Background: an optimization exercise with open tools, aiming at a short achievable clock period and few clock cycles per item. Do not read the settings as production practice. Only simulation tests tie the RTL to the original design; equivalence was not proved. No driver is modelled on the clock port, so clocking that relies on it looks cheaper here than on a real chip. Power and IR drop assume default switching activity.

==> design/flow/design.v <==
`default_nettype none
package cpu_types_pkg;
    typedef logic [31:0] word_t;
    typedef logic [4:0]  reg_addr_t;
    localparam word_t PC_INIT = 32'h0000_0000;
    localparam logic [5:0] OP_RTYPE = 6'h00;
    localparam logic [5:0] OP_J     = 6'h02;
    localparam logic [5:0] OP_BEQ   = 6'h04;
    localparam logic [5:0] OP_BNE   = 6'h05;
    localparam logic [5:0] OP_ADDIU = 6'h09;
    localparam logic [5:0] OP_ORI   = 6'h0d;
    localparam logic [5:0] OP_LUI   = 6'h0f;
    localparam logic [5:0] OP_LW    = 6'h23;
    localparam logic [5:0] OP_SW    = 6'h2b;
    localparam logic [5:0] OP_HALT  = 6'h3f;
    localparam logic [5:0] FN_ADDU = 6'h21;
    localparam logic [5:0] FN_SUBU = 6'h23;
    localparam logic [5:0] FN_AND  = 6'h24;
    localparam logic [5:0] FN_OR   = 6'h25;
    localparam logic [5:0] FN_SLT  = 6'h2a;
endpackage
`default_nettype wire
`timescale 1ns/1ps
`default_nettype none
module register_file
(
    input  logic        CLK,
    input  logic        reset,
    input  logic [4:0]  rsel1,
    input  logic [4:0]  rsel2,
    input  logic [4:0]  wsel,
    input  logic        wen,
    input  logic [31:0] wdat,
    output logic [31:0] rdat1,
    output logic [31:0] rdat2
);
    logic [31:0] regs [1:31];
    logic [31:1] written;
    always_ff @(posedge CLK) begin
        if (reset) begin
            written <= '0;
        end else if (wen && wsel != 5'd0) begin
            written[wsel] <= 1'b1;
        end
    end
    always_ff @(posedge CLK) begin
        if (wen && wsel != 5'd0) begin
            regs[wsel] <= wdat;
        end
    end
    always_comb begin
        rdat1 = 32'd0;
        rdat2 = 32'd0;
        if (rsel1 != 5'd0 && written[rsel1]) rdat1 = regs[rsel1];
        if (rsel2 != 5'd0 && written[rsel2]) rdat2 = regs[rsel2];
    end
endmodule
`default_nettype wire
`timescale 1ns/1ps
`default_nettype none
module control_unit
(
    input  logic [31:0] instr,
    output logic        uses_rs,
    output logic        uses_rt,
    output logic        reg_write,    
    output logic [4:0]  wsel,
    output logic        alu_src,      
    output logic        zero_a,       
    output logic        op_add,
    output logic        op_sub,
    output logic        op_and,
    output logic        op_or,
    output logic        op_slt,
    output logic        mem_read,
    output logic        mem_write,
    output logic        is_halt,
    output logic        is_jump,
    output logic        is_branch,
    output logic        is_bne,
    output logic        pred_taken,   
    output logic [31:0] imm_ext
);
    logic [5:0]  opcode;
    logic [5:0]  funct;
    logic        rtype, addiu, ori, lui, lw, sw, beq, bne;
    logic        f_addu, f_subu, f_and, f_or, f_slt, r_valid;
    assign opcode = instr[31:26];
    assign funct  = instr[5:0];
    assign rtype  = opcode == cpu_types_pkg::OP_RTYPE;
    assign addiu  = opcode == cpu_types_pkg::OP_ADDIU;
    assign ori    = opcode == cpu_types_pkg::OP_ORI;
    assign lui    = opcode == cpu_types_pkg::OP_LUI;
    assign lw     = opcode == cpu_types_pkg::OP_LW;
    assign sw     = opcode == cpu_types_pkg::OP_SW;
    assign beq    = opcode == cpu_types_pkg::OP_BEQ;
    assign bne    = opcode == cpu_types_pkg::OP_BNE;
    assign f_addu  = rtype && funct == cpu_types_pkg::FN_ADDU;
    assign f_subu  = rtype && funct == cpu_types_pkg::FN_SUBU;
    assign f_and   = rtype && funct == cpu_types_pkg::FN_AND;
    assign f_or    = rtype && funct == cpu_types_pkg::FN_OR;
    assign f_slt   = rtype && funct == cpu_types_pkg::FN_SLT;
    assign r_valid = f_addu || f_subu || f_and || f_or || f_slt;
    assign uses_rs = r_valid || addiu || ori || lw || sw || beq || bne;
    assign uses_rt = r_valid || sw || beq || bne;
    assign wsel      = rtype ? instr[15:11] : instr[20:16];
    assign reg_write = (r_valid || addiu || ori || lui || lw) && wsel != 5'd0;
    assign alu_src   = addiu || ori || lui || lw || sw;
    assign zero_a    = lui;
    assign op_add    = f_addu || f_subu || addiu || lui || lw || sw;
    assign op_sub    = f_subu || f_slt;
    assign op_and    = f_and;
    assign op_or     = f_or || ori;
    assign op_slt    = f_slt;
    assign mem_read  = lw;
    assign mem_write = sw;
    assign is_halt   = opcode == cpu_types_pkg::OP_HALT;
    assign is_jump   = opcode == cpu_types_pkg::OP_J;
    assign is_branch = beq || bne;
    assign is_bne    = bne;
    assign pred_taken = bne || (beq && instr[15]);
    always_comb begin
        if (lui) begin
            imm_ext = {instr[15:0], 16'h0000};
        end else if (ori) begin
            imm_ext = {16'h0000, instr[15:0]};
        end else begin
            imm_ext = {{16{instr[15]}}, instr[15:0]};
        end
    end
endmodule
`default_nettype wire
`timescale 1ns/1ps
`default_nettype none
module fetch_predecode
(
    input  logic [31:0] instr,
    input  logic [31:0] pc,
    input  logic [31:0] pc_plus4,
    output logic        taken,        
    output logic        br_taken,     
    output logic        wrap,         
    output logic [31:0] target
);
    logic        jump;
    logic        beq;
    logic        bne;
    logic [8:0]  lo;                  
    assign jump  = instr[31:26] == cpu_types_pkg::OP_J;
    assign beq   = instr[31:26] == cpu_types_pkg::OP_BEQ;
    assign bne   = instr[31:26] == cpu_types_pkg::OP_BNE;
    assign br_taken = ((bne && instr[25:21] != instr[20:16])
                    || (beq && (instr[15] || instr[25:21] == instr[20:16])))
                   && instr[15:8] == {8{instr[7]}};
    assign taken    = jump || br_taken;
    prefix_add #(.W(8)) lo_adder (
        .a    (pc[9:2]),
        .b    (instr[7:0]),
        .cin  (1'b1),
        .sum  (lo[7:0]),
        .cout (lo[8])
    );
    assign wrap   = lo[8] != instr[7];
    assign target = jump ? {pc_plus4[31:28], instr[25:0], 2'b00}
                         : {pc[31:10], lo[7:0], 2'b00};
endmodule
`default_nettype wire
`timescale 1ns/1ps
`default_nettype none
module alu
(
    input  logic        op_add,    
    input  logic        op_sub,    
    input  logic        op_and,
    input  logic        op_or,
    input  logic        op_slt,
    input  logic [31:0] a,
    input  logic [31:0] b,
    output logic [31:0] result
);
    logic [31:0] sum;
    logic        lt;
    logic unused_cout;
    assign sum = a + b + {31'd0, op_sub};
    assign unused_cout = 1'b0;
    assign lt  = (a[31] == b[31]) ? a[31] : sum[31];
    assign result = ({32{op_add}} & sum)
                  | ({32{op_and}} & (a & b))
                  | ({32{op_or}}  & (a | b))
                  | {31'd0, op_slt & lt};
endmodule
`default_nettype wire
`timescale 1ns/1ps
`default_nettype none
module prefix_add #(
    parameter int W = 32
) (
    input  logic [W-1:0] a,
    input  logic [W-1:0] b,
    input  logic         cin,
    output logic [W-1:0] sum,
    output logic         cout
);
    localparam int L = (W > 16) ? 5 : (W > 8) ? 4 : (W > 4) ? 3 : (W > 2) ? 2 : 1;
    logic [W-1:0] p0;
    logic [W-1:0] g [0:L];
    logic [W-1:0] p [0:L];
    assign p0   = a ^ b;
    assign g[0] = (a & b) | {{(W-1){1'b0}}, p0[0] & cin};
    assign p[0] = p0;
    for (genvar l = 0; l < L; l++) begin : lvl
        for (genvar i = 0; i < W; i++) begin : bit_
            if (i >= (1 << l)) begin : comb
                assign g[l+1][i] = g[l][i] | (p[l][i] & g[l][i - (1 << l)]);
                assign p[l+1][i] = p[l][i] & p[l][i - (1 << l)];
            end else begin : pass
                assign g[l+1][i] = g[l][i];
                assign p[l+1][i] = p[l][i];
            end
        end
    end
    assign sum  = p0 ^ {g[L][W-2:0], cin};
    assign cout = g[L][W-1];
endmodule
`default_nettype wire
`timescale 1ns/1ps
`default_nettype none
module hazard_unit
(
    input  logic [4:0] id_rs,
    input  logic [4:0] id_rt,
    input  logic       id_uses_rs,
    input  logic       id_uses_rt,
    input  logic       ex_valid,
    input  logic       ex_reg_write,
    input  logic       ex_mem_read,
    input  logic [4:0] ex_wsel,
    input  logic       mem_valid,
    input  logic       mem_reg_write,
    input  logic [4:0] mem_wsel,
    input  logic       wb_valid,
    input  logic       wb_reg_write,
    input  logic [4:0] wb_wsel,
    output logic       load_use,
    output logic       fa_mem,    
    output logic       fa_wb,     
    output logic       fa_rf,     
    output logic       fb_mem,
    output logic       fb_wb,
    output logic       fb_rf
);
    logic ex_rs, ex_rt, mem_rs, mem_rt;
    assign ex_rs  = ex_valid && ex_reg_write && ex_wsel == id_rs;
    assign ex_rt  = ex_valid && ex_reg_write && ex_wsel == id_rt;
    assign mem_rs = mem_valid && mem_reg_write && mem_wsel == id_rs;
    assign mem_rt = mem_valid && mem_reg_write && mem_wsel == id_rt;
    assign load_use = ex_mem_read && ((id_uses_rs && ex_rs) || (id_uses_rt && ex_rt));
    assign fa_mem = ex_rs;
    assign fa_wb  = !ex_rs && mem_rs;
    assign fa_rf  = wb_valid && wb_reg_write && wb_wsel == id_rs;
    assign fb_mem = ex_rt;
    assign fb_wb  = !ex_rt && mem_rt;
    assign fb_rf  = wb_valid && wb_reg_write && wb_wsel == id_rt;
endmodule
`default_nettype wire
`timescale 1ns/1ps
`default_nettype none
module datapath
(
    input  logic        CLK,
    input  logic        reset,
    output logic        imem_valid,
    output logic [31:0] imem_addr,
    input  logic        imem_ready,
    input  logic [31:0] imem_load,
    output logic        dmem_valid,
    output logic        dmem_write,
    output logic [31:0] dmem_addr,
    output logic [31:0] dmem_store,
    input  logic        dmem_ready,
    input  logic [31:0] dmem_load,
    output logic        halt
);
    logic [31:0] pc_q;
    logic        fetch_stop_q;    
    logic        halt_q;
    logic        replay_q;        
    logic        ifid_v;          
    logic        ifid_fail;       
    logic        ifid_pred;       
    logic        ifid_wrap;       
    logic [31:0] ifid_instr;
    logic [31:0] ifid_pc;
    logic [31:0] ifid_pc4;
    logic        idex_v;
    logic        idex_we;
    logic [4:0]  idex_wsel;
    logic        idex_ld;
    logic        idex_st;
    logic        idex_halt;
    logic        idex_addiu;      
    logic [31:0] idex_negimm;
    logic        idex_br;         
    logic        idex_flip;       
    logic        idex_add, idex_sub, idex_and, idex_or, idex_slt;
    logic        idex_fa;         
    logic        idex_fb;         
    logic        idex_bs_e;       
    logic        idex_bs_ne;      
    logic        idex_bs_x;       
    logic [31:0] idex_a;
    logic [31:0] idex_b;          
    logic [31:0] idex_bx;         
    logic [31:0] idex_alt;        
    logic [31:0] idex_pc;
    logic        exmem_v;
    logic        exmem_req;       
    logic        exmem_we;
    logic [4:0]  exmem_wsel;
    logic        exmem_ld;
    logic        exmem_st;
    logic [31:0] exmem_alu;
    logic [31:0] exmem_store;
    logic [31:0] exmem_pc;
    logic        memwb_v;
    logic        memwb_we;
    logic [4:0]  memwb_wsel;
    logic [31:0] memwb_res;
    logic [31:0] memwb_pc;
    assign imem_valid = !fetch_stop_q;
    assign imem_addr  = pc_q;
    assign dmem_valid = exmem_req;
    assign dmem_write = exmem_st;
    assign dmem_addr  = exmem_alu;
    assign dmem_store = exmem_store;
    assign halt       = halt_q;
    logic        mem_fail;
    logic [31:0] mem_result;
    assign mem_fail   = exmem_req && !dmem_ready;
    assign mem_result = exmem_ld ? dmem_load : exmem_alu;
    logic [31:0] ex_a, ex_b, alu_b, ex_result;
    logic        eq_eb, eq_ae, eq_ab, ex_eq, ex_mispredict;
    assign ex_a  = idex_fa ? exmem_alu : idex_a;
    assign ex_b  = idex_fb ? exmem_alu : idex_b;
    assign alu_b = ({32{idex_bs_e}}  & exmem_alu)
                 | ({32{idex_bs_ne}} & ~exmem_alu)
                 | ({32{idex_bs_x}}  & idex_bx);
    alu ex_alu (
        .op_add (idex_add),
        .op_sub (idex_sub),
        .op_and (idex_and),
        .op_or  (idex_or),
        .op_slt (idex_slt),
        .a      (ex_a),
        .b      (alu_b),
        .result (ex_result)
    );
    assign eq_eb = exmem_alu == idex_b;
    assign eq_ae = idex_a == exmem_alu;
    assign eq_ab = idex_a == idex_b;
    always_comb begin
        case ({idex_fa, idex_fb})
            2'b11:   ex_eq = 1'b1;
            2'b10:   ex_eq = eq_eb;
            2'b01:   ex_eq = eq_ae;
            default: ex_eq = eq_ab;
        endcase
    end
    assign ex_mispredict = idex_br && (ex_eq != idex_flip);
    logic        id_uses_rs, id_uses_rt, id_we, id_alu_src, id_zero_a;
    logic        id_add, id_sub, id_and, id_or, id_slt;
    logic        id_ld, id_st, id_halt, id_jump, id_br, id_bne, id_pred;
    logic [4:0]  id_wsel;
    logic [31:0] id_imm;
    logic [4:0]  id_rs, id_rt;
    assign id_rs = ifid_instr[25:21];
    assign id_rt = ifid_instr[20:16];
    control_unit cu (
        .instr      (ifid_instr),
        .uses_rs    (id_uses_rs),
        .uses_rt    (id_uses_rt),
        .reg_write  (id_we),
        .wsel       (id_wsel),
        .alu_src    (id_alu_src),
        .zero_a     (id_zero_a),
        .op_add     (id_add),
        .op_sub     (id_sub),
        .op_and     (id_and),
        .op_or      (id_or),
        .op_slt     (id_slt),
        .mem_read   (id_ld),
        .mem_write  (id_st),
        .is_halt    (id_halt),
        .is_jump    (id_jump),
        .is_branch  (id_br),
        .is_bne     (id_bne),
        .pred_taken (id_pred),
        .imm_ext    (id_imm)
    );
    logic        load_use, fa_mem, fa_wb, fa_rf, fb_mem, fb_wb, fb_rf;
    hazard_unit hz (
        .id_rs         (id_rs),
        .id_rt         (id_rt),
        .id_uses_rs    (id_uses_rs),
        .id_uses_rt    (id_uses_rt),
        .ex_valid      (idex_v),
        .ex_reg_write  (idex_we),
        .ex_mem_read   (idex_ld),
        .ex_wsel       (idex_wsel),
        .mem_valid     (exmem_v),
        .mem_reg_write (exmem_we),
        .mem_wsel      (exmem_wsel),
        .wb_valid      (memwb_v),
        .wb_reg_write  (memwb_we),
        .wb_wsel       (memwb_wsel),
        .load_use      (load_use),
        .fa_mem        (fa_mem),
        .fa_wb         (fa_wb),
        .fa_rf         (fa_rf),
        .fb_mem        (fb_mem),
        .fb_wb         (fb_wb),
        .fb_rf         (fb_rf)
    );
    logic [31:0] rf_a, rf_b, id_a, id_b;
    register_file rf (
        .CLK   (CLK),
        .reset (reset),
        .rsel1 (id_rs),
        .rsel2 (id_rt),
        .wsel  (memwb_wsel),
        .wen   (memwb_v && memwb_we),
        .wdat  (memwb_res),
        .rdat1 (rf_a),
        .rdat2 (rf_b)
    );
    always_comb begin
        if (id_zero_a) begin
            id_a = 32'd0;
        end else if (fa_wb) begin
            id_a = mem_result;
        end else if (fa_rf) begin
            id_a = memwb_res;
        end else begin
            id_a = rf_a;
        end
        if (fb_wb) begin
            id_b = mem_result;
        end else if (fb_rf) begin
            id_b = memwb_res;
        end else begin
            id_b = rf_b;
        end
    end
    logic        id_stall_raw;  
    logic        id_kill;       
    logic        id_go;         
    logic        id_refetch;
    logic        id_halting;
    logic [31:0] id_br_target;
    logic        id_wrapfix;    
    logic        id_addiu;
    logic [31:0] id_negimm;
    logic        prod_zero;     
    logic        id_early;      
    logic        id_taken;
    logic        id_fix;        
    assign id_stall_raw = ifid_v && load_use;
    assign id_kill      = replay_q || ex_mispredict;
    assign id_go        = ifid_v && !load_use && !id_kill;
    assign id_refetch   = ifid_fail && !ex_mispredict;
    assign id_halting   = ifid_v && id_halt;
    prefix_add #(.W(30)) br_adder (
        .a    (ifid_pc4[31:2]),
        .b    ({{14{ifid_instr[15]}}, ifid_instr[15:0]}),
        .cin  (1'b0),
        .sum  (id_br_target[31:2]),
        .cout ()
    );
    assign id_br_target[1:0] = ifid_pc4[1:0];
    assign id_wrapfix = ifid_v && ifid_wrap && !load_use;
    assign id_addiu = ifid_instr[31:26] == cpu_types_pkg::OP_ADDIU;
    prefix_add #(.W(32)) neg_adder (
        .a    (~{{16{ifid_instr[15]}}, ifid_instr[15:0]}),
        .b    (32'd0),
        .cin  (1'b1),
        .sum  (id_negimm),
        .cout ()
    );
    assign prod_zero = idex_a == idex_negimm;
    assign id_early  = ifid_v && id_br && id_rt == 5'd0
                    && idex_v && idex_addiu && !idex_fa && idex_we && idex_wsel == id_rs;
    assign id_taken  = id_bne ? !prod_zero : prod_zero;
    assign id_fix    = id_early && (id_taken != ifid_pred);
    logic        if_taken;
    logic        if_br_taken;
    logic        if_wrap;
    logic        if_redirect;
    logic        pc_hold;
    logic [31:0] if_target, pc_plus4, pc_seq, pc_next;
    prefix_add #(.W(30)) pc_inc (
        .a    (pc_q[31:2]),
        .b    (30'd0),
        .cin  (1'b1),
        .sum  (pc_plus4[31:2]),
        .cout ()
    );
    assign pc_plus4[1:0] = pc_q[1:0];
    fetch_predecode pd (
        .instr    (imem_load),
        .pc       (pc_q),
        .pc_plus4 (pc_plus4),
        .taken    (if_taken),
        .br_taken (if_br_taken),
        .wrap     (if_wrap),
        .target   (if_target)
    );
    assign pc_hold     = id_stall_raw || fetch_stop_q || id_halting;
    assign if_redirect = imem_ready && if_taken && !replay_q && !ifid_fail && !pc_hold;
    always_comb begin
        if (replay_q) begin
            pc_seq = memwb_pc;
        end else if (ifid_fail) begin
            pc_seq = ifid_pc;
        end else if (pc_hold) begin
            pc_seq = pc_q;
        end else begin
            pc_seq = pc_plus4;
        end
        if (ex_mispredict || id_wrapfix || id_fix) begin
            pc_next = ex_mispredict ? idex_alt
                    : (id_fix && !id_taken) ? ifid_pc4 : id_br_target;
        end else if (if_redirect) begin
            pc_next = if_target;
        end else begin
            pc_next = pc_seq;
        end
    end
    always_ff @(posedge CLK) begin
        if (reset) begin
            pc_q <= cpu_types_pkg::PC_INIT;
        end else begin
            pc_q <= pc_next;
        end
    end
    always_ff @(posedge CLK) begin
        if (reset || mem_fail || id_kill || id_refetch || id_wrapfix || id_fix || (id_halting && !load_use) || fetch_stop_q) begin
            ifid_v    <= 1'b0;
            ifid_fail <= 1'b0;
        end else if (!id_stall_raw) begin
            ifid_v    <= imem_ready;
            ifid_fail <= !imem_ready;
        end
    end
    always_ff @(posedge CLK) begin
        if (!id_stall_raw) begin
            ifid_pred  <= if_br_taken;
            ifid_wrap  <= if_br_taken && if_wrap;
            ifid_instr <= imem_load;
            ifid_pc    <= pc_q;
            ifid_pc4   <= pc_plus4;
        end
    end
    always_ff @(posedge CLK) begin
        if (reset || mem_fail || replay_q) begin
            fetch_stop_q <= 1'b0;
        end else if (id_go && id_halt) begin
            fetch_stop_q <= 1'b1;
        end
    end
    always_ff @(posedge CLK) begin
        idex_v  <= !reset && id_go && !mem_fail;
        idex_br <= !reset && id_go && !mem_fail && id_br && !id_early;
    end
    always_ff @(posedge CLK) begin
        idex_we    <= id_we;
        idex_wsel  <= id_wsel;
        idex_ld    <= id_ld;
        idex_st    <= id_st;
        idex_halt  <= id_halt;
        idex_addiu <= id_addiu;
        idex_negimm <= id_negimm;
        idex_flip  <= id_bne ^ ifid_pred;
        idex_add   <= id_add;
        idex_sub   <= id_sub;
        idex_and   <= id_and;
        idex_or    <= id_or;
        idex_slt   <= id_slt;
        idex_fa    <= fa_mem && !id_zero_a;
        idex_fb    <= fb_mem;
        idex_bs_e  <= fb_mem && !id_alu_src && !id_sub;
        idex_bs_ne <= fb_mem && !id_alu_src && id_sub;
        idex_bs_x  <= !(fb_mem && !id_alu_src);
        idex_a     <= id_a;
        idex_b     <= id_b;
        idex_bx    <= id_alu_src ? id_imm : (id_sub ? ~id_b : id_b);
        idex_alt   <= ifid_pred ? ifid_pc4 : id_br_target;
        idex_pc    <= ifid_pc;
    end
    always_ff @(posedge CLK) begin
        exmem_v   <= !reset && idex_v && !mem_fail;
        exmem_req <= !reset && idex_v && !mem_fail && (idex_ld || idex_st);
    end
    always_ff @(posedge CLK) begin
        exmem_we    <= idex_we;
        exmem_wsel  <= idex_wsel;
        exmem_ld    <= idex_ld;
        exmem_st    <= idex_st;
        exmem_alu   <= ex_result;
        exmem_store <= ex_b;
        exmem_pc    <= idex_pc;
    end
    always_ff @(posedge CLK) begin
        memwb_v  <= !reset && exmem_v && !mem_fail;
        replay_q <= !reset && mem_fail;
    end
    always_ff @(posedge CLK) begin
        memwb_we   <= exmem_we;
        memwb_wsel <= exmem_wsel;
        memwb_res  <= mem_result;
        memwb_pc   <= exmem_pc;
    end
    always_ff @(posedge CLK) begin
        if (reset) begin
            halt_q <= 1'b0;
        end else if (idex_v && idex_halt && !mem_fail) begin
            halt_q <= 1'b1;
        end
    end
endmodule
`default_nettype wire
==> design/flow/flow/run.sh <==
#!/bin/bash
# Standard layout with stronger port buffers, timing repair free to change a
# cell's footprint, and extra setup repair passes after CTS. Logs: make's
# output in flow_make_*.log here, each ORFS step's log under orfs/logs, and
# the extra repair in extra_repair.log.
set -euo pipefail
here=$(pwd)
args=(
    MATCH_CELL_FOOTPRINT=0
    "BUFFER_PORTS_ARGS=-buffer_cell sky130_fd_sc_hd__buf_8"
    SETUP_SLACK_MARGIN=4.8
    TNS_END_PERCENT=100
    GPL_TIMING_DRIVEN=1
    CORE_UTILIZATION=35
)
bash standard.sh "${args[@]}" cts > flow_make_cts.log 2>&1
res=$(ls -d "$here"/orfs/results/*/datapath/base)
RES_DIR=$res openroad -no_init -exit "$here/flow/extra_repair.tcl" > extra_repair.log 2>&1
bash standard.sh "${args[@]}" finish > flow_make_finish.log 2>&1
==> design/flow/flow/extra_repair.tcl <==
# More setup repair on the clock-tree-built placement, then legalize and
# write it back for global routing to pick up.
set plat $::env(FLOW_HOME)/platforms/sky130hd
set res $::env(RES_DIR)
read_db $res/4_cts.odb
read_liberty $plat/lib/sky130_fd_sc_hd__tt_025C_1v80.lib
read_sdc $res/4_cts.sdc
set_propagated_clock [all_clocks]
source $plat/setRC.tcl
set_dont_use [list sky130_fd_sc_hd__probe_p_8 sky130_fd_sc_hd__probec_p_8 sky130_fd_sc_hd__lpflow_*]
estimate_parasitics -placement
report_worst_slack -max
repair_timing -setup -setup_margin 4.8 -repair_tns 100 -sequence "sizeup,swap,buffer,clone,split"
report_worst_slack -max
repair_timing -setup -setup_margin 4.8 -repair_tns 100
report_worst_slack -max
detailed_placement
check_placement
estimate_parasitics -placement
repair_timing -hold -hold_margin 0.05
report_worst_slack -max
report_worst_slack -min
write_db $res/4_cts.odb
==> design/flow/standard.sh <==
#!/bin/bash
# synth_recipe.tcl (not shown) runs the flow's synth.tcl, then flattens the netlist and writes it again
# the make line also repeats each setting of config.mk as NAME=value (left out here)
make -C /OpenROAD-flow-scripts/flow DESIGN_CONFIG=/design/flow/config.mk WORK_HOME=/design/flow/orfs CLKGATE_MAP_FILE= SYNTH_SCRIPT=/design/flow/synth_recipe.tcl "${@:-finish}"
==> design/flow/config.mk <==
export PLATFORM = sky130hd
export DESIGN_NAME = datapath
export DESIGN_NICKNAME = datapath
export VERILOG_FILES = /design/flow/design.v
export SDC_FILE = /design/flow/constraint.sdc
export NUM_CORES = 4
export LEC_CHECK = 0
export CAP_MARGIN = 20
export CORE_MARGIN = 2
export CORE_UTILIZATION = 40
export SLEW_MARGIN = 20
==> design/flow/constraint.sdc <==
create_clock -name core_clock -period 7.5 [get_ports {CLK}]
set_input_delay 1.5000 -clock core_clock [delete_from_list [all_inputs] [get_ports {CLK}]]
set_output_delay 1.5000 -clock core_clock [all_outputs]
set_load 0.01 [all_outputs]
==> run summary, run 1 <==
run status finished clean; Synth Area per Inst 14.8 sq um; Compound-Gate Fraction of Synth Area 0.0715; Clock Sinks 1556; max reg flops 992; clock latency (worst-skew pair) 860 ps; Mapped Cells 4970; placed cell count 7702; Yosys warnings 12; LEAKAGE 32.9 nW; core footprint 209000 sq um; die area 214000 sq um; area of the mapped netlist 73600 sq um; vias in the first global route 50363; worst r2r path cells 13; total CTS buffers 161; min cycle time layout 3440 ps; largest fanout on the critical path 11; Final Hold Viols 0; Setup Skew 66.9 ps; Fillers 17818; max_slew headroom 0.0568; P_int 14.6 mW; Util after Layout 0.454; adder-cell share of the synthesized area 0.0217; r2r startpoint ifid_instr[30]; Worst-Margin Slew 1410 ps; RSZ-0062 raised after global routing true; ys async rst share 0; Gate power share 0.099; DRT iter0 DRCs 7019; clock slew at reported path FFs 70 ps; Primary FF master, synth edfxtp_1; CP startpoint ifid_instr[30]; Detailed Route WL 263 mm; DRC Markers 0; Avg WL per Cell 30.8 um; Flop pwr share 0.483; DP Worst Slack 2550 ps; synth unique cells 89; Switching Share 0.245; final worst setup slack 4060 ps; I/O pin cnt 168; # setup viols final 0; nature of the critical path endpoint register; num rows 168; Non-Filler Instances 8552; startpoint types register; PD cells 203 nW/um^2; worst-case clock buffer depth 3; Synth Area in Simple Gates 0.0535; most frequent cells in the layout edfxtp_1, mux4_2, buf_4; Max-cap violations 0; CTS Root Cell clkbuf_16; starting density of the core 0.351; Post-synth EDFFs 1088; detailed placement HPWL 148 mm; drt via density 5.99; FF-to-FF End pc_q[30]; Switching Power 4.73 mW; Final #Nets 5806; register area 42400 sq um; Final Slew Violations 0; total power 19.3 mW; first-pass GRT wire length 371 mm; post-synthesis sequential area ratio 0.571; total global-route track usage 0.239; layout cells sized above 1 0.420; die height 462 um; GRT overflow 0; P&R area growth vs syn 29.3%; CP endpoint pc_q[30]; maximum VDD drop 0.235 mV; Multi-input gate area 33700 sq um; largest family of logic cells by synthesized area multiplexers; Yosys reg bits 1556; most common cell after layout, fill and taps aside edfxtp_1; worst endpoint required time 8250 ps; die outline width 462 um; CP Class reg -> reg; Port Buf Inserts 167; via count 51227; first drt pass iteration count 6; initial antenna violation count 5; clock share of power 0.418; fmax 290 MHz; worst min-delay path category reg -> reg; RePlAce Congestion 0.917; antenna-violating nets left 0; largest net degree at the start of global routing 65; Synth Net Count 5163; H-tree lvl count 4; Biggest register rf.regs; Final Cycle Share 0.459; WP data arrival 4200 ps; CTS tree done; setup slack, reg-to-reg 4060 ps; mux share of post-synthesis cell area 0.224; Synth Area in XOR/XNOR 0.0309
cell type report:
type | instances | area share
flip-flops and latches | 1556 | 0.446
multi-input cells | 2934 | 0.354
repair buffers | 799 | 0.101
clock buffers | 215 | 0.0470
well taps | 2805 | 0.0369
clock inverters | 78 | 0.00855
inverters | 161 | 0.00663
diodes | 4 | 0.000105
cells by family after synthesis:
family / after synthesis
muxes: 898
AOI/OAI and AO/OA: 800
xor gates and xnor gates: 259
and+or+nand+nor: 837
adders and majority gates: 125
buffers and inverters: 495
DFF: 1556
cells in the mapped netlist, types with 8 or more instances:
| library cell | count | area share |
|---|---|---|
| nor2b_1 | 47 | 0.0040 |
| or3_1 | 15 | 0.0013 |
| edfxtp_1 | 1088 | 0.44 |
| nand2_1 | 211 | 0.011 |
| nand2b_1 | 26 | 0.0022 |
| nand3_1 | 48 | 0.0033 |
| mux4_2 | 592 | 0.18 |
| nand4_1 | 34 | 0.0029 |
| a221o_1 | 35 | 0.0048 |
| dfxtp_1 | 468 | 0.13 |
| buf_1 | 71 | 0.0036 |
| o211ai_1 | 20 | 0.0020 |
| a21o_1 | 24 | 0.0024 |
| a211oi_1 | 107 | 0.011 |
| nand3b_1 | 8 | 0.00082 |
| a221oi_1 | 14 | 0.0017 |
| buf_2 | 41 | 0.0028 |
| nor4_1 | 31 | 0.0026 |
| mux2i_1 | 228 | 0.031 |
| o21bai_1 | 11 | 0.0011 |
| o31ai_1 | 28 | 0.0029 |
| nor2_1 | 304 | 0.016 |
| o221ai_1 | 30 | 0.0036 |
| a21oi_1 | 203 | 0.014 |
| a31oi_1 | 61 | 0.0052 |
| inv_1 | 159 | 0.0081 |
| clkbuf_1 | 213 | 0.011 |
| mux2_2 | 77 | 0.012 |
| xor2_1 | 120 | 0.014 |
| o21ai_0 | 171 | 0.012 |
| and2_1 | 14 | 0.0012 |
| o21a_1 | 13 | 0.0013 |
| xnor2_1 | 138 | 0.016 |
| ha_1 | 121 | 0.021 |
| and3_1 | 15 | 0.0013 |
| nor3_1 | 45 | 0.0031 |
| a311oi_1 | 11 | 0.0013 |
| a22oi_1 | 14 | 0.0014 |
metal layers:
layer	up-vias	wire length, um	global-route usage
met4	4	14800	0.115
met1	26588	102000	0.319
met5	-	23	0
li1	20891	-	-
met3	702	25800	0.0488
met2	3042	121000	0.374
power groups by stage:
stage / clock [mW] / combinational [mW] / sequential (mW)
2_1_floorplan: 0 / 0.963 / 9.46
3_3_place_gp: 0 / 1.34 / 9.59
3_5_place_dp: 0 / 1.35 / 9.59
4_1_cts: 8.15 / 1.76 / 9.34
5_1_grt: 8.48 / 2.00 / 9.34
6_report: 8.07 / 1.91 / 9.34
worst min-delay path by stage:
stage | startpoint | to | slack [ps] | cells past startpoint
2_1_floorplan | idex_pc[10] | exmem_pc[10] | 310 | 0
3_3_place_gp | idex_pc[18] | exmem_pc[18] | 310 | 0
3_5_place_dp | exmem_pc[21] | memwb_pc[21] | 310 | 0
4_1_cts | idex_pc[5] | exmem_pc[5] | 320 | 0
5_1_grt | idex_pc[5] | exmem_pc[5] | 320 | 0
6_report | idex_pc[5] | exmem_pc[5] | 320 | 0
timing repair:
action / in CTS / in global routing
hold buffers: 0 / 0
setup buffers: 320 / 54
resized for setup: 797 / 154
pin swaps: 267 / 68
setup endpoints to repair: 1352 / 653
cloned: 40 / 2
critical path: stages, from the launching register on:
cell      delay, ps
edfxtp_1        530
buf_4           210
nand3_1          80
nor2_1          600
o21a_1          180
o21ai_0         100
a21oi_2         540
a31oi_4         110
buf_8           200
nor3_4          240
buf_6           160
buf_6           120
a21oi_1          60
a41oi_2         220
metrics by stage:
step,hold slack [ps],cell area (sq um),setup TNS (ps)
floorplan,310,74200,-11680
global placement,310,79800,0
detailed placement,312,79800,0
CTS,322,91700,0
global route,325,95100,0
finish,323,95100,0
Testbench counts, summed over its fixed seeds: cycles 26,333, instrs 25,067.
==> run 2: changes to the inputs <==
--- a/design/flow/design.v
+++ b/design/flow/design.v
@@ -182,6 +182,11 @@
     logic        lt;
     logic unused_cout;
-    assign sum = a + b + {31'd0, op_sub};
-    assign unused_cout = 1'b0;
+    prefix_add #(.W(32)) adder (
+        .a    (a),
+        .b    (b),
+        .cin  (op_sub),
+        .sum  (sum),
+        .cout (unused_cout)
+    );
     assign lt  = (a[31] == b[31]) ? a[31] : sum[31];
     assign result = ({32{op_add}} & sum)
@@ -459,4 +464,5 @@
     logic [31:0] id_br_target;
     logic        id_wrapfix;    
+    logic        id_pred_eff;   
     logic        id_addiu;
     logic [31:0] id_negimm;
@@ -478,5 +484,6 @@
     );
     assign id_br_target[1:0] = ifid_pc4[1:0];
-    assign id_wrapfix = ifid_v && ifid_wrap && !load_use;
+    assign id_wrapfix  = ifid_v && ifid_wrap && !load_use;
+    assign id_pred_eff = ifid_pred && !ifid_wrap;
     assign id_addiu = ifid_instr[31:26] == cpu_types_pkg::OP_ADDIU;
     prefix_add #(.W(32)) neg_adder (
@@ -491,5 +498,5 @@
                     && idex_v && idex_addiu && !idex_fa && idex_we && idex_wsel == id_rs;
     assign id_taken  = id_bne ? !prod_zero : prod_zero;
-    assign id_fix    = id_early && (id_taken != ifid_pred);
+    assign id_fix    = id_early && id_pred_eff && !id_taken;
     logic        if_taken;
     logic        if_br_taken;
@@ -528,6 +535,5 @@
         end
         if (ex_mispredict || id_wrapfix || id_fix) begin
-            pc_next = ex_mispredict ? idex_alt
-                    : (id_fix && !id_taken) ? ifid_pc4 : id_br_target;
+            pc_next = ex_mispredict ? idex_alt : ifid_pc4;
         end else if (if_redirect) begin
             pc_next = if_target;
@@ -570,5 +576,5 @@
     always_ff @(posedge CLK) begin
         idex_v  <= !reset && id_go && !mem_fail;
-        idex_br <= !reset && id_go && !mem_fail && id_br && !id_early;
+        idex_br <= !reset && id_go && !mem_fail && id_br && !(id_early && id_pred_eff);
     end
     always_ff @(posedge CLK) begin
@@ -580,5 +586,5 @@
         idex_addiu <= id_addiu;
         idex_negimm <= id_negimm;
-        idex_flip  <= id_bne ^ ifid_pred;
+        idex_flip  <= id_bne ^ id_pred_eff;
         idex_add   <= id_add;
         idex_sub   <= id_sub;
@@ -594,5 +600,5 @@
         idex_b     <= id_b;
         idex_bx    <= id_alu_src ? id_imm : (id_sub ? ~id_b : id_b);
-        idex_alt   <= ifid_pred ? ifid_pc4 : id_br_target;
+        idex_alt   <= id_pred_eff ? ifid_pc4 : id_br_target;
         idex_pc    <= ifid_pc;
     end
==> run summary, run 2 <==
run status finished clean; clock share of power 0.408 (-0.010); clock latency (worst-skew pair) 840 ps (-20 ps); ys async rst share 0 (unchanged); Gate power share 0.107 (+0.008); Non-Filler Instances 8365 (-2.2%); Hold Buf Count CTS 0 (unchanged); post-synthesis sequential area ratio 0.574 (+0.00228); Switching Power 4.81 mW (+1.7%); initial antenna violation count 5 (unchanged); core footprint 208000 sq um (-0.79%); DRC Markers 0 (unchanged); layout cells sized above 1 0.402 (-0.0179); CP startpoint idex_fa; P_int 14.7 mW (+1.1%); largest net degree at the start of global routing 75 (+15%); die outline width 462 um (-0.20%); Clock Sinks 1556 (unchanged); largest fanout on the critical path 6 (-5); Final Cycle Share 0.455 (-0.00378); starting density of the core 0.353 (+0.00141); r2r startpoint idex_fa; Yosys reg bits 1556 (unchanged); most common cell after layout, fill and taps aside edfxtp_1; placed cell count 7660 (-0.55%); Final #Nets 5633 (-3.0%); RePlAce Congestion 0.939 (+2.4%); first drt pass iteration count 6 (unchanged); Max-cap violations 0 (unchanged); Detailed Route WL 255 mm (-3.0%); antenna-violating nets left 0 (unchanged); worst endpoint required time 8250 ps (about the same); LEAKAGE 32.2 nW (-2.2%); WP data arrival 4170 ps (-30 ps); I/O pin cnt 168 (unchanged); Worst-Margin Slew 1150 ps (-258 ps); Synth top area share 0.446 (+0.00177); total global-route track usage 0.234 (-0.00531); Primary FF master, synth edfxtp_1; slowest cell on the critical path or4_1; CTS Root Cell clkbuf_16; Avg WL per Cell 30.5 um (-0.87%); H-tree lvl count 4 (unchanged); Biggest register rf.regs; drt via density 5.97 (-0.38%); via count 49914 (-2.6%); Mapped Cells 4958 (-0.24%); synth unique cells 84 (-5.6%); DRT iter0 DRCs 5921 (-16%); most frequent cells in the layout edfxtp_1, mux4_2, dfxtp_1; PD cells 209 nW/um^2 (+3.0%); Switching Share 0.246 (+0.00102); Final Slew Violations 0 (unchanged); Critical Path Max Stage Delay 480 ps (-120 ps); Post-synth top cells edfxtp_1, mux4_2, dfxtp_1; Synth area leader edfxtp_1; startpoint types register; GRT overflow 0 (unchanged); CTS tree done; top cells by area, synth edfxtp_1, mux4_2, dfxtp_1; die height 462 um (-0.20%); WP buf/inv 5 (+1); min cycle time layout 3420 ps (-28.3 ps); Crit path max-delay family simple AND/OR/NAND/NOR gates; Port Buf Inserts 167 (unchanged); detailed placement HPWL 145 mm (-1.9%); fmax 293 MHz (+0.83%); Yosys warnings 12 (unchanged); Post-synth EDFFs 1088 (unchanged); total CTS buffers 159 (-1.2%); cells along the critical path nand2b_4 -> buf_12 -> mux2i_4 -> xnor2_2 -> nor4_4 -> nand4_1 -> o31ai_4 -> mux2i_4 -> buf_4 -> buf_4 -> buf_6 -> clkbuf_16 -> or4_1 -> a31oi_1; Final Hold Viols 0 (unchanged); DP Worst Slack 2960 ps (+409 ps); worst min-delay path category reg -> reg; most common cell in the netlist edfxtp_1; worst hold start exmem_pc[17]; nature of the critical path endpoint register; clock slew at reported path FFs 60 ps (about the same); area of the mapped netlist 73300 sq um (-0.40%); first-pass GRT wire length 359 mm (-3.3%); P&R area growth vs syn 27.6%; final worst setup slack 4080 ps (+28.3 ps); # setup viols final 0 (unchanged); vias in the first global route 48671 (-3.4%); die area 213000 sq um (-0.40%); num rows 167 (-0.60%); max reg flops 992 (unchanged); max_slew headroom 0.230 (+0.173); worst-case clock buffer depth 3 (unchanged); Flop pwr share 0.485 (+0.002); Synth Area per Inst 14.8 sq um (-0.16%); RSZ-0062 raised after global routing true; Synth Net Count 5151 (-0.23%); maximum VDD drop 0.260 mV (+10%); CP Class reg -> reg; setup tns final 0 ps (unchanged); Setup Skew 51.1 ps (-15.9 ps)
run 2: power groups by stage:
stage	combinational [mW]	sequential, mW	clock [mW]
6_report	2.09	9.48	7.99
4_1_cts	1.96	9.48	8.09
5_1_grt	2.18	9.48	8.42
3_3_place_gp	1.56	9.72	0
3_5_place_dp	1.56	9.72	0
2_1_floorplan	1.08	9.56	0
run 2: repair_timing:
action                      CTS  global route
setup endpoints to repair  1401           894
pin swaps                   210           110
buffers inserted            250            49
cloned                       43            11
resized for setup           753           172
run 2: cell families (layout without fill, tap and decap cells):
group	count (synthesis)	after routing	share of synthesized area
buf+inv	522	1130	0.0275
other cells	0	4	0
xor+xnor	221	221	0.0264
compound gates	772	773	0.0700
simple gates	880	886	0.0582
flops	1556	1556	0.574
mux	882	882	0.222
fa+ha+maj	125	125	0.0218
run 2: through the flow:
step / hold slack, ps / power (mW) / utilization / cell area [sq um]
after floorplan: 310 / 10.6 / - / 74200
after global placement: 310 / 11.3 / 0.384 / 79700
after detailed placement: 312 / 11.3 / 0.384 / 79700
after CTS: 300 / 19.5 / 0.439 / 91100
after global routing: 311 / 20.1 / 0.450 / 93500
final: 314 / 19.6 / 0.450 / 93500
run 2: final cells by class:
cell class / instances / area, sq um
Fill cell: 17890 / 114000
Sequential cell: 1556 / 42400
Multi-Input combinational cell: 2887 / 33300
Timing Repair Buffer: 664 / 8400
Clock buffer: 208 / 4340
Tap cell: 2788 / 3490
Clock inverter: 86 / 862
Inverter: 172 / 674
Antenna cell: 4 / 10.0
run 2: path summary, 6_finish.rpt:
kind,to,slack [ps],cells after the start
max,pc_q[4],4080,14
min,memwb_pc[17],310,0
max reg2reg,pc_q[4],4080,14
min reg2reg,memwb_pc[17],310,0
run 2: routing by layer:
layer  global-route usage  vias to the layer above  part of all wire
met5                    0                        -                 0
met4                0.100                        0             0.050
met3               0.0418                      603             0.089
met2                0.379                     2796              0.47
met1                0.309                    25981              0.39
li1                     -                    20534                 -
Testbench counts of run 2, summed over its fixed seeds: cycles 26,333, instrs 25,067.
==> run 3: changes to the inputs <==
--- a/design/flow/design.v
+++ b/design/flow/design.v
@@ -345,5 +345,5 @@
     assign mem_result = exmem_ld ? dmem_load : exmem_alu;
     logic [31:0] ex_a, ex_b, alu_b, ex_result;
-    logic        eq_eb, eq_ae, eq_ab, ex_eq, ex_mispredict;
+    logic        ex_eq, ex_mispredict;
     assign ex_a  = idex_fa ? exmem_alu : idex_a;
     assign ex_b  = idex_fb ? exmem_alu : idex_b;
@@ -361,15 +361,5 @@
         .result (ex_result)
     );
-    assign eq_eb = exmem_alu == idex_b;
-    assign eq_ae = idex_a == exmem_alu;
-    assign eq_ab = idex_a == idex_b;
-    always_comb begin
-        case ({idex_fa, idex_fb})
-            2'b11:   ex_eq = 1'b1;
-            2'b10:   ex_eq = eq_eb;
-            2'b01:   ex_eq = eq_ae;
-            default: ex_eq = eq_ab;
-        endcase
-    end
+    assign ex_eq = idex_a == idex_b;
     assign ex_mispredict = idex_br && (ex_eq != idex_flip);
     logic        id_uses_rs, id_uses_rt, id_we, id_alu_src, id_zero_a;
@@ -457,4 +447,5 @@
         end
     end
+    logic        id_hazard;
     logic        id_stall_raw;  
     logic        id_kill;       
@@ -471,7 +462,8 @@
     logic        id_taken;
     logic        id_fix;        
-    assign id_stall_raw = ifid_v && load_use;
+    assign id_hazard    = load_use || (id_br && (fa_mem || fb_mem) && !(id_early && id_pred_eff));
+    assign id_stall_raw = ifid_v && id_hazard;
     assign id_kill      = replay_q || ex_mispredict;
-    assign id_go        = ifid_v && !load_use && !id_kill;
+    assign id_go        = ifid_v && !id_hazard && !id_kill;
     assign id_refetch   = ifid_fail && !ex_mispredict;
     assign id_halting   = ifid_v && id_halt;
@@ -484,5 +476,5 @@
     );
     assign id_br_target[1:0] = ifid_pc4[1:0];
-    assign id_wrapfix  = ifid_v && ifid_wrap && !load_use;
+    assign id_wrapfix  = ifid_v && ifid_wrap && !id_hazard;
     assign id_pred_eff = ifid_pred && !ifid_wrap;
     assign id_addiu = ifid_instr[31:26] == cpu_types_pkg::OP_ADDIU;
@@ -550,5 +542,5 @@
     end
     always_ff @(posedge CLK) begin
-        if (reset || mem_fail || id_kill || id_refetch || id_wrapfix || id_fix || (id_halting && !load_use) || fetch_stop_q) begin
+        if (reset || mem_fail || id_kill || id_refetch || id_wrapfix || id_fix || (id_halting && !id_hazard) || fetch_stop_q) begin
             ifid_v    <= 1'b0;
             ifid_fail <= 1'b0;
==> run summary, run 3 <==
total global-route track usage 0.239 (+0.00531); setup slack, reg-to-reg 4120 ps (+40 ps); Synth Area in XOR/XNOR 0.0241 (-0.00232); num rows 167 (unchanged); Synth area leader edfxtp_1; Setup Skew 58.1 ps (+7.04 ps); clock slew at reported path FFs 60 ps (about the same); WP data arrival 4110 ps (-60 ps); DRT iter0 DRCs 6190 (+4.5%); area of the mapped netlist 73000 sq um (-0.31%); RePlAce Congestion 0.902 (-3.9%); detailed placement HPWL 143 mm (-1.5%); run status finished clean; vias in the first global route 48753 (+0.17%); slowest cell on the critical path dfxtp_4; Final Cycle Share 0.450 (-0.00507); setup tns final 0 ps (unchanged); Detailed Route WL 261 mm (+2.3%); first drt pass iteration count 5 (-1); startpoint types register; cells along the critical path buf_12 -> buf_6 -> buf_8 -> nor2b_1 -> a221o_1 -> ha_4 -> a21o_1 -> a221oi_4 -> buf_4 -> buf_6 -> nand2b_4 -> a211oi_4 -> o31ai_4 -> nand2b_1 -> nand2_1 -> xor2_1 -> a221o_1; first-pass GRT wire length 363 mm (+1.1%); Biggest register rf.regs; most frequent cells in the layout edfxtp_1, mux4_2, dfxtp_1, buf_4, nor2_1; starting density of the core 0.352 (-0.000381); post-synthesis sequential area ratio 0.576 (+0.00178); Final Hold Viols 0 (unchanged); via count 49931 (+0.034%); CP Class reg -> reg; Synth Area in Simple Gates 0.0565 (-0.00164); die height 461 um (-0.15%); Synth top area share 0.447 (+0.00138); I/O pin cnt 168 (unchanged); Yosys reg bits 1556 (unchanged); Post-synth top cells edfxtp_1, mux4_2, dfxtp_1; mux share of post-synthesis cell area 0.230 (+0.00710); CTS Root Cell clkbuf_16; clock latency (worst-skew pair) 850 ps (about the same); most common cell after layout, fill and taps aside edfxtp_1; Post-synth EDFFs 1088 (unchanged); maximum VDD drop 0.179 mV (-31%); Primary FF master, synth edfxtp_1; largest net degree at the start of global routing 65 (-13%); Util after Layout 0.453 (+0.00303); Synth Area per Inst 15.1 sq um (+2.5%); most common cell in the netlist edfxtp_1; worst-case clock buffer depth 3 (unchanged); Final Slew Violations 0 (unchanged); ys async rst share 0 (unchanged); LEAKAGE 33.0 nW (+2.5%); Synth Net Count 5018 (-2.6%); Compound-Gate Fraction of Synth Area 0.0649 (-0.00508); drt via density 5.98 (+0.30%); Yosys warnings 12 (unchanged); max_slew headroom 0.271 (+0.0413); Port Buf Inserts 167 (unchanged); nature of the critical path endpoint register; Avg WL per Cell 31.3 um (+2.5%); top cells by area, synth edfxtp_1, mux4_2, dfxtp_1; fmax 296 MHz (+1.1%); min cycle time layout 3380 ps (-38.0 ps); largest family of logic cells by synthesized area multiplexers; DRC Markers 0 (unchanged); GRT overflow 0 (unchanged); largest fanout on the critical path 8 (+2); worst endpoint required time 8230 ps (-20 ps); # setup viols final 0 (unchanged); initial antenna violation count 6 (+1); Worst-Margin Slew 1090 ps (-63.5 ps); Fillers 17691 (-1.1%); Max-cap violations 0 (unchanged); P&R area growth vs syn 28.6%; Clock Sinks 1556 (unchanged); antenna-violating nets left 0 (unchanged); RSZ-0062 raised after global routing true; PD cells 206 nW/um^2 (-1.6%); layout cells sized above 1 0.422 (+0.0196); max reg flops 992 (unchanged); core footprint 207000 sq um (-0.20%); Critical Path Max Stage Delay 350 ps (-130 ps); synth unique cells 92 (+9.5%); die area 212000 sq um (-0.31%); CTS tree done; Final #Nets 5610 (-0.41%); die outline width 461 um (-0.15%); H-tree lvl count 4 (unchanged); adder-cell share of the synthesized area 0.0220 (+0.000239); Mapped Cells 4824 (-2.7%); worst min-delay path category reg -> reg; total CTS buffers 160 (+0.63%)
## run 3: layout make-up
class / count / area (sq um) / area share
sequential: 1556 / 42500 / 0.452
multi-input combinational: 2839 / 32900 / 0.351
timing repair buffer: 736 / 9190 / 0.0978
clock buffer: 206 / 4310 / 0.0459
tap: 2788 / 3490 / 0.0371
clock inverter: 91 / 1030 / 0.0110
inverter: 123 / 518 / 0.00551
antenna: 4 / 10.0 / 0.000107
## run 3: layer usage
metal / vias up / GRT usage / routed length [um]
met5: - / 0 / 51
met4: 6 / 0.126 / 16200
met3: 694 / 0.0469 / 24600
met2: 3005 / 0.386 / 123000
met1: 25904 / 0.305 / 97700
li1: 20322 / - / -
## run 3: through the flow
stage | area [sq um] | cells | power [mW] | hold WS [ps] | setup WS, ps
after floorplan | 73700 | 4824 | 10.4 | 310 | 4090
after global placement | 79100 | 7555 | 10.9 | 310 | 2400
after detailed placement | 79100 | 7555 | 10.9 | 312 | 2230
after CTS | 90900 | 8196 | 19.3 | 324 | 4090
after global routing | 93900 | 8340 | 19.8 | 331 | 3990
final | 94000 | 8343 | 19.3 | 322 | 4120
## run 3: cell families after synthesis
kind of cell               count (synthesis)
AOI/OAI and AO/OA                        728
xor gates and xnor gates                 198
adders and majority gates                126
buffers and inverters                    436
DFF                                     1556
muxes                                    897
and+or+nand+nor                          883
## run 3: worst paths after layout
kind,endpoint,depth (start not counted),startpoint
worst max-delay path,exmem_alu[29],17,idex_bs_ne
worst min-delay path,exmem_pc[13],0,idex_pc[13]
worst max register to register,exmem_alu[29],17,idex_bs_ne
worst min register to register,exmem_pc[13],0,idex_pc[13]
## run 3: where the power goes
part | switching (mW) | leakage [nW] | total (mW) | internal, mW
sequential | 0.145 | 13.7 | 9.36 | 9.21
clock | 3.61 | 2.58 | 8.16 | 4.54
combinational | 0.957 | 16.7 | 1.82 | 0.860
total | 4.71 | 33.0 | 19.3 | 14.6
## run 3: repair_timing
action	in CTS	in global routing
hold buffers	0	0
resized for setup	762	172
pin swaps	204	84
setup endpoints to repair	1414	575
buffers inserted	297	50
gates cloned	47	6
## run 3: worst max-delay path: cells and delay by family (launching register included)
kind	cells	cell delay, ps
xor gates and xnor gates	1	140
and+or+nand+nor	4	420
DFF	1	350
AOI/OAI and AO/OA	6	1500
buffers and inverters	5	610
adders and majority gates	1	240
Testbench counts of run 3, summed over its fixed seeds: cycles 26,419, instrs 25,067.
==> run 4: changes to the inputs <==
--- a/design/flow/design.v
+++ b/design/flow/design.v
@@ -175,22 +175,34 @@
     input  logic        op_or,
     input  logic        op_slt,
+    input  logic        s_ab,      
+    input  logic        s_eb,      
+    input  logic        s_ae,      
+    input  logic        s_aen,     
+    input  logic        s_ee,      
+    input  logic [31:0] e,
     input  logic [31:0] a,
-    input  logic [31:0] b,
+    input  logic [31:0] bx,
     output logic [31:0] result
 );
-    logic [31:0] sum;
-    logic        lt;
-    logic unused_cout;
-    prefix_add #(.W(32)) adder (
-        .a    (a),
-        .b    (b),
-        .cin  (op_sub),
-        .sum  (sum),
-        .cout (unused_cout)
-    );
-    assign lt  = (a[31] == b[31]) ? a[31] : sum[31];
+    logic [31:0] sum_ab, sum_eb, sum_ae, sum_aen, sum_ee, sum;
+    logic [31:0] la, lb;
+    logic        lb_sign, lt;
+    prefix_add #(.W(32)) add_ab (.a(a), .b(bx),  .cin(op_sub), .sum(sum_ab), .cout());
+    prefix_add #(.W(32)) add_eb (.a(e), .b(bx),  .cin(op_sub), .sum(sum_eb), .cout());
+    prefix_add #(.W(32)) add_ae (.a(a), .b(e),   .cin(1'b0),   .sum(sum_ae), .cout());
+    prefix_add #(.W(32)) add_aen (.a(a), .b(~e), .cin(1'b1),  .sum(sum_aen), .cout());
+    assign sum_ee = op_sub ? 32'd0 : {e[30:0], 1'b0};
+    assign sum = ({32{s_ab}} & sum_ab)
+               | ({32{s_eb}} & sum_eb)
+               | ({32{s_ae}} & sum_ae)
+               | ({32{s_aen}} & sum_aen)
+               | ({32{s_ee}} & sum_ee);
+    assign la      = (s_eb || s_ee) ? e : a;
+    assign lb      = (s_ae || s_aen || s_ee) ? e : bx;
+    assign lb_sign = (s_ae || s_aen || s_ee) ? e[31] : (bx[31] ^ op_sub);
+    assign lt      = (la[31] != lb_sign) ? la[31] : sum[31];
     assign result = ({32{op_add}} & sum)
-                  | ({32{op_and}} & (a & b))
-                  | ({32{op_or}}  & (a | b))
+                  | ({32{op_and}} & (la & lb))
+                  | ({32{op_or}}  & (la | lb))
                   | {31'd0, op_slt & lt};
 endmodule
@@ -311,7 +323,9 @@
     logic        idex_fa;         
     logic        idex_fb;         
-    logic        idex_bs_e;       
-    logic        idex_bs_ne;      
-    logic        idex_bs_x;       
+    logic        idex_s_ab;       
+    logic        idex_s_eb;       
+    logic        idex_s_ae;       
+    logic        idex_s_aen;      
+    logic        idex_s_ee;       
     logic [31:0] idex_a;
     logic [31:0] idex_b;          
@@ -344,11 +358,7 @@
     assign mem_fail   = exmem_req && !dmem_ready;
     assign mem_result = exmem_ld ? dmem_load : exmem_alu;
-    logic [31:0] ex_a, ex_b, alu_b, ex_result;
-    logic        ex_eq, ex_mispredict;
-    assign ex_a  = idex_fa ? exmem_alu : idex_a;
+    logic [31:0] ex_b, ex_result;
+    logic        eq_eb, eq_ae, eq_ab, ex_eq, ex_mispredict;
     assign ex_b  = idex_fb ? exmem_alu : idex_b;
-    assign alu_b = ({32{idex_bs_e}}  & exmem_alu)
-                 | ({32{idex_bs_ne}} & ~exmem_alu)
-                 | ({32{idex_bs_x}}  & idex_bx);
     alu ex_alu (
         .op_add (idex_add),
@@ -357,9 +367,25 @@
         .op_or  (idex_or),
         .op_slt (idex_slt),
-        .a      (ex_a),
-        .b      (alu_b),
+        .s_ab   (idex_s_ab),
+        .s_eb   (idex_s_eb),
+        .s_ae   (idex_s_ae),
+        .s_aen  (idex_s_aen),
+        .s_ee   (idex_s_ee),
+        .e      (exmem_alu),
+        .a      (idex_a),
+        .bx     (idex_bx),
         .result (ex_result)
     );
-    assign ex_eq = idex_a == idex_b;
+    assign eq_eb = exmem_alu == idex_b;
+    assign eq_ae = idex_a == exmem_alu;
+    assign eq_ab = idex_a == idex_b;
+    always_comb begin
+        case ({idex_fa, idex_fb})
+            2'b11:   ex_eq = 1'b1;
+            2'b10:   ex_eq = eq_eb;
+            2'b01:   ex_eq = eq_ae;
+            default: ex_eq = eq_ab;
+        endcase
+    end
     assign ex_mispredict = idex_br && (ex_eq != idex_flip);
     logic        id_uses_rs, id_uses_rt, id_we, id_alu_src, id_zero_a;
@@ -447,5 +473,4 @@
         end
     end
-    logic        id_hazard;
     logic        id_stall_raw;  
     logic        id_kill;       
@@ -455,5 +480,4 @@
     logic [31:0] id_br_target;
     logic        id_wrapfix;    
-    logic        id_pred_eff;   
     logic        id_addiu;
     logic [31:0] id_negimm;
@@ -462,8 +486,7 @@
     logic        id_taken;
     logic        id_fix;        
-    assign id_hazard    = load_use || (id_br && (fa_mem || fb_mem) && !(id_early && id_pred_eff));
-    assign id_stall_raw = ifid_v && id_hazard;
+    assign id_stall_raw = ifid_v && load_use;
     assign id_kill      = replay_q || ex_mispredict;
-    assign id_go        = ifid_v && !id_hazard && !id_kill;
+    assign id_go        = ifid_v && !load_use && !id_kill;
     assign id_refetch   = ifid_fail && !ex_mispredict;
     assign id_halting   = ifid_v && id_halt;
@@ -476,6 +499,5 @@
     );
     assign id_br_target[1:0] = ifid_pc4[1:0];
-    assign id_wrapfix  = ifid_v && ifid_wrap && !id_hazard;
-    assign id_pred_eff = ifid_pred && !ifid_wrap;
+    assign id_wrapfix = ifid_v && ifid_wrap && !load_use;
     assign id_addiu = ifid_instr[31:26] == cpu_types_pkg::OP_ADDIU;
     prefix_add #(.W(32)) neg_adder (
@@ -490,5 +512,5 @@
                     && idex_v && idex_addiu && !idex_fa && idex_we && idex_wsel == id_rs;
     assign id_taken  = id_bne ? !prod_zero : prod_zero;
-    assign id_fix    = id_early && id_pred_eff && !id_taken;
+    assign id_fix    = id_early && (id_taken != ifid_pred);
     logic        if_taken;
     logic        if_br_taken;
@@ -527,5 +549,6 @@
         end
         if (ex_mispredict || id_wrapfix || id_fix) begin
-            pc_next = ex_mispredict ? idex_alt : ifid_pc4;
+            pc_next = ex_mispredict ? idex_alt
+                    : (id_fix && !id_taken) ? ifid_pc4 : id_br_target;
         end else if (if_redirect) begin
             pc_next = if_target;
@@ -542,5 +565,5 @@
     end
     always_ff @(posedge CLK) begin
-        if (reset || mem_fail || id_kill || id_refetch || id_wrapfix || id_fix || (id_halting && !id_hazard) || fetch_stop_q) begin
+        if (reset || mem_fail || id_kill || id_refetch || id_wrapfix || id_fix || (id_halting && !load_use) || fetch_stop_q) begin
             ifid_v    <= 1'b0;
             ifid_fail <= 1'b0;
@@ -568,5 +591,5 @@
     always_ff @(posedge CLK) begin
         idex_v  <= !reset && id_go && !mem_fail;
-        idex_br <= !reset && id_go && !mem_fail && id_br && !(id_early && id_pred_eff);
+        idex_br <= !reset && id_go && !mem_fail && id_br && !id_early;
     end
     always_ff @(posedge CLK) begin
@@ -578,5 +601,5 @@
         idex_addiu <= id_addiu;
         idex_negimm <= id_negimm;
-        idex_flip  <= id_bne ^ id_pred_eff;
+        idex_flip  <= id_bne ^ ifid_pred;
         idex_add   <= id_add;
         idex_sub   <= id_sub;
@@ -586,11 +609,13 @@
         idex_fa    <= fa_mem && !id_zero_a;
         idex_fb    <= fb_mem;
-        idex_bs_e  <= fb_mem && !id_alu_src && !id_sub;
-        idex_bs_ne <= fb_mem && !id_alu_src && id_sub;
-        idex_bs_x  <= !(fb_mem && !id_alu_src);
+        idex_s_ab  <= !(fa_mem && !id_zero_a) && !(fb_mem && !id_alu_src);
+        idex_s_eb  <=  (fa_mem && !id_zero_a) && !(fb_mem && !id_alu_src);
+        idex_s_ae  <= !(fa_mem && !id_zero_a) &&  (fb_mem && !id_alu_src) && !id_sub;
+        idex_s_aen <= !(fa_mem && !id_zero_a) &&  (fb_mem && !id_alu_src) && id_sub;
+        idex_s_ee  <=  (fa_mem && !id_zero_a) &&  (fb_mem && !id_alu_src);
         idex_a     <= id_a;
         idex_b     <= id_b;
         idex_bx    <= id_alu_src ? id_imm : (id_sub ? ~id_b : id_b);
-        idex_alt   <= id_pred_eff ? ifid_pc4 : id_br_target;
+        idex_alt   <= ifid_pred ? ifid_pc4 : id_br_target;
         idex_pc    <= ifid_pc;
     end
==> run summary, run 4 <==
layout cells sized above 1 0.385 (-0.0367); starting density of the core 0.352 (-0.000700); adder-cell share of the synthesized area 0.0304 (+0.00841); register area 42500 sq um (+0.20%); Yosys reg bits 1558 (+0.13%); Mapped Cells 5863 (+22%); I/O pin cnt 168 (unchanged); die height 479 um (+3.9%); Synth Net Count 6118 (+22%); Switching Share 0.257 (+0.0136); die outline width 479 um (+3.9%); final instance area 101000 sq um (+7.2%); Hold Buf Count CTS 0 (unchanged); CP Class reg -> reg; cells along the critical path buf_6 -> buf_6 -> ha_4 -> mux2i_4 -> o32ai_4 -> a2111oi_4 -> o2bb2ai_2 -> a211o_1 -> a211o_4 -> nand4_4 -> o32ai_2 -> or4_1 -> o221a_1; clock latency (worst-skew pair) 860 ps (about the same); clock share of power 0.407 (-0.015); antenna-violating nets left 0 (unchanged); worst endpoint required time 8220 ps (about the same); GRT overflow 0 (unchanged); drt via density 6.09 (+1.7%); LEAKAGE 35.4 nW (+7.2%); placed cell area 85600 sq um (+8.3%); max_slew headroom 0.243 (-0.0282); Multi-input gate area 39100 sq um (+19%); WP buf/inv 2 (-3); Clock Sinks 1558 (+0.13%); placed cell count 8758 (+16%); cell mode on critical path buf_6; Compound-Gate Fraction of Synth Area 0.102 (+0.0367); via count 58116 (+16%); min cycle time layout 3410 ps (+35.6 ps); Final Hold Viols 0 (unchanged); WP data arrival 4130 ps (+20 ps); CTS tree done; Primary FF master, synth edfxtp_1; CTS Root Cell clkbuf_16; P_int 15.2 mW (+3.9%); worst min-delay path category reg -> reg; P&R area growth vs syn 27.6%; first-pass GRT wire length 416 mm (+15%); H-tree lvl count 4 (unchanged); Final Cycle Share 0.455 (+0.00474); Util after Layout 0.449 (-0.00446); RSZ-0062 raised after global routing true; Avg WL per Cell 30.9 um (-1.3%); die area 229000 sq um (+8.0%); Synth Area in XOR/XNOR 0.0334 (+0.00928); startpoint types register; # setup viols final 0 (unchanged); ys async rst share 0 (unchanged); Non-Filler Instances 9547 (+14%); worst-case clock buffer depth 3 (unchanged); final hold slack 321 ps (-1.85 ps); synth unique cells 102 (+11%); Biggest register rf.regs; vias in the first global route 57075 (+17%); most frequent cells in the layout edfxtp_1, mux4_2, buf_4; Setup Skew 70.5 ps (+12.4 ps); Post-synth top cells edfxtp_1, mux4_2, dfxtp_1; CP startpoint ifid_instr[0]; max reg flops 992 (unchanged); Switching Power 5.27 mW (+12%); Yosys warnings 12 (unchanged); area of the mapped netlist 78900 sq um (+8.1%); Flop pwr share 0.464 (-0.020); Final Slew Violations 0 (unchanged); Synth Area in Simple Gates 0.0679 (+0.0114); most common cell in the netlist edfxtp_1; core footprint 224000 sq um (+8.3%); Synth Area per Inst 13.5 sq um (-11%); fmax 293 MHz (-1.0%); run status finished clean; top cells by area, synth edfxtp_1, mux4_2, dfxtp_1; nature of the critical path endpoint register; detailed placement HPWL 174 mm (+22%); num rows 174 (+4.2%); r2r startpoint ifid_instr[0]; Port Buf Inserts 167 (unchanged); PD cells 203 nW/um^2 (-1.3%); Max-cap violations 0 (unchanged); Detailed Route WL 295 mm (+13%); Crit path max-delay family compound AO/OA/AOI/OAI gates; Post-synth EDFFs 1088 (unchanged); Critical Path Max Stage Delay 430 ps (+80 ps); largest net degree at the start of global routing 68 (+4.6%); largest fanout on the critical path 4 (-4); DRT iter0 DRCs 6674 (+7.8%); Synth area leader edfxtp_1; clock slew at reported path FFs 60 ps (about the same); worst hold start idex_pc[24]; Gate power share 0.128 (+0.034); setup tns final 0 ps (unchanged); Worst-Margin Slew 1130 ps (+42.2 ps); mux share of post-synthesis cell area 0.204 (-0.0251); slowest cell on the critical path edfxtp_1; total CTS buffers 165 (+3.1%); initial antenna violation count 9 (+3); Fillers 19532 (+10%); largest family of logic cells by synthesized area multiplexers; RePlAce Congestion 0.953 (+5.6%); post-synthesis sequential area ratio 0.533 (-0.0425); Synth top area share 0.414 (-0.0334); first drt pass iteration count 7 (+2); most common cell after layout, fill and taps aside edfxtp_1; total global-route track usage 0.249 (+0.00989); DRC Markers 0 (unchanged); maximum VDD drop 0.170 mV (-5.0%); Final #Nets 6671 (+19%)
run 4: cells by family (layout without fill, tap and decap cells):
kind of cell,Yosys count,count (layout)
multiplexers,868,868
flip-flops,1558,1558
buffers and inverters,587,1266
XOR/XNOR,300,300
adder cells (fa/ha/maj),187,187
AND/OR/NAND/NOR,1133,1144
other,0,2
AO/OA/AOI/OAI,1230,1230
run 4: cell type report:
class                   instances  share of cell area
flip-flops and latches       1558               0.422
diodes                          2           0.0000497
multi-input cells            3729               0.388
repair buffers                753              0.0898
clock inverters                83             0.00853
inverters                     209             0.00825
well taps                    2992              0.0372
clock buffers                 221              0.0460
run 4: per-layer routing:
metal  vias to the layer above  track usage  part of all wire
li1                      24136            -                 -
met3                       771       0.0432             0.089
met2                      3349        0.403              0.47
met1                     29858        0.317              0.38
met4                         2        0.139             0.064
met5                         -            0          0.000044
run 4: per-stage QoR:
| stage | power [mW] | worst slack [ps] |
|---|---|---|
| 2_1_floorplan | 10.9 | 4160 |
| 3_3_place_gp | 11.7 | 2850 |
| 3_5_place_dp | 11.7 | 2810 |
| 4_1_cts | 20.3 | 4120 |
| 6_report | 20.4 | 4090 |
| 5_1_grt | 21.0 | 3990 |
run 4: worst paths after layout:
kind                        to  depth (start not counted)  slack [ps]
setup / recovery       pc_q[4]                         13        4090
hold / removal    exmem_pc[24]                          0         320
setup reg to reg       pc_q[4]                         13        4090
hold reg to reg   exmem_pc[24]                          0         320
run 4: what timing repair did:
item	CTS	global route
hold endpoints to repair	0	0
endpoints found under the setup margin	1379	852
setup buffers	325	49
pin swaps	250	114
cloned	43	3
gates resized for setup	871	200
run 4: power groups by stage:
stage | Combinational [mW] | Clock [mW] | Sequential, mW
after floorplan | 1.39 | 0 | 9.56
after global placement | 1.96 | 0 | 9.72
after detailed placement | 1.96 | 0 | 9.73
after CTS | 2.42 | 8.43 | 9.49
after global routing | 2.75 | 8.76 | 9.50
final | 2.62 | 8.33 | 9.50
Testbench counts of run 4, summed over its fixed seeds: cycles 26,333, instrs 25,067.

separate check: timing with driven ports:
Ports are ideal in the flow. The routed layouts listed here were re-timed in OpenROAD. Step 1 sets driving cells, clkbuf_16 on the clock port and buf_2 on the other inputs (assumed; they add their load-dependent delay and slew). Step 2 moves the port delays by t, midway between the first and last clock arrival at a register: inputs arrive t later, outputs are due t later. That takes back most of the time a late clock gives input paths. a / b / c = ideal ports / drivers / drivers and shift; a / b = the first two.
run	t, ns	setup WS [ns]	latest minus earliest clock arrival (ns)	worst register clock-pin slew, ns
run 1	0.901	4.056 / 4.056 / 3.469	0.090 / 0.089	0.07 / 0.07
run 2	0.902	4.084 / 4.084 / 3.342	0.054 / 0.054	0.07 / 0.07
run 3	0.912	4.122 / 4.122 / 3.492	0.067 / 0.067	0.07 / 0.07
run 4	0.901	4.087 / 4.087 / 3.421	0.086 / 0.086	0.07 / 0.07
After both steps every run listed still meets setup and hold. The setup slack of run 2, which loses most, moves by 0.000 ns with the drivers and by -0.742 ns with both steps.
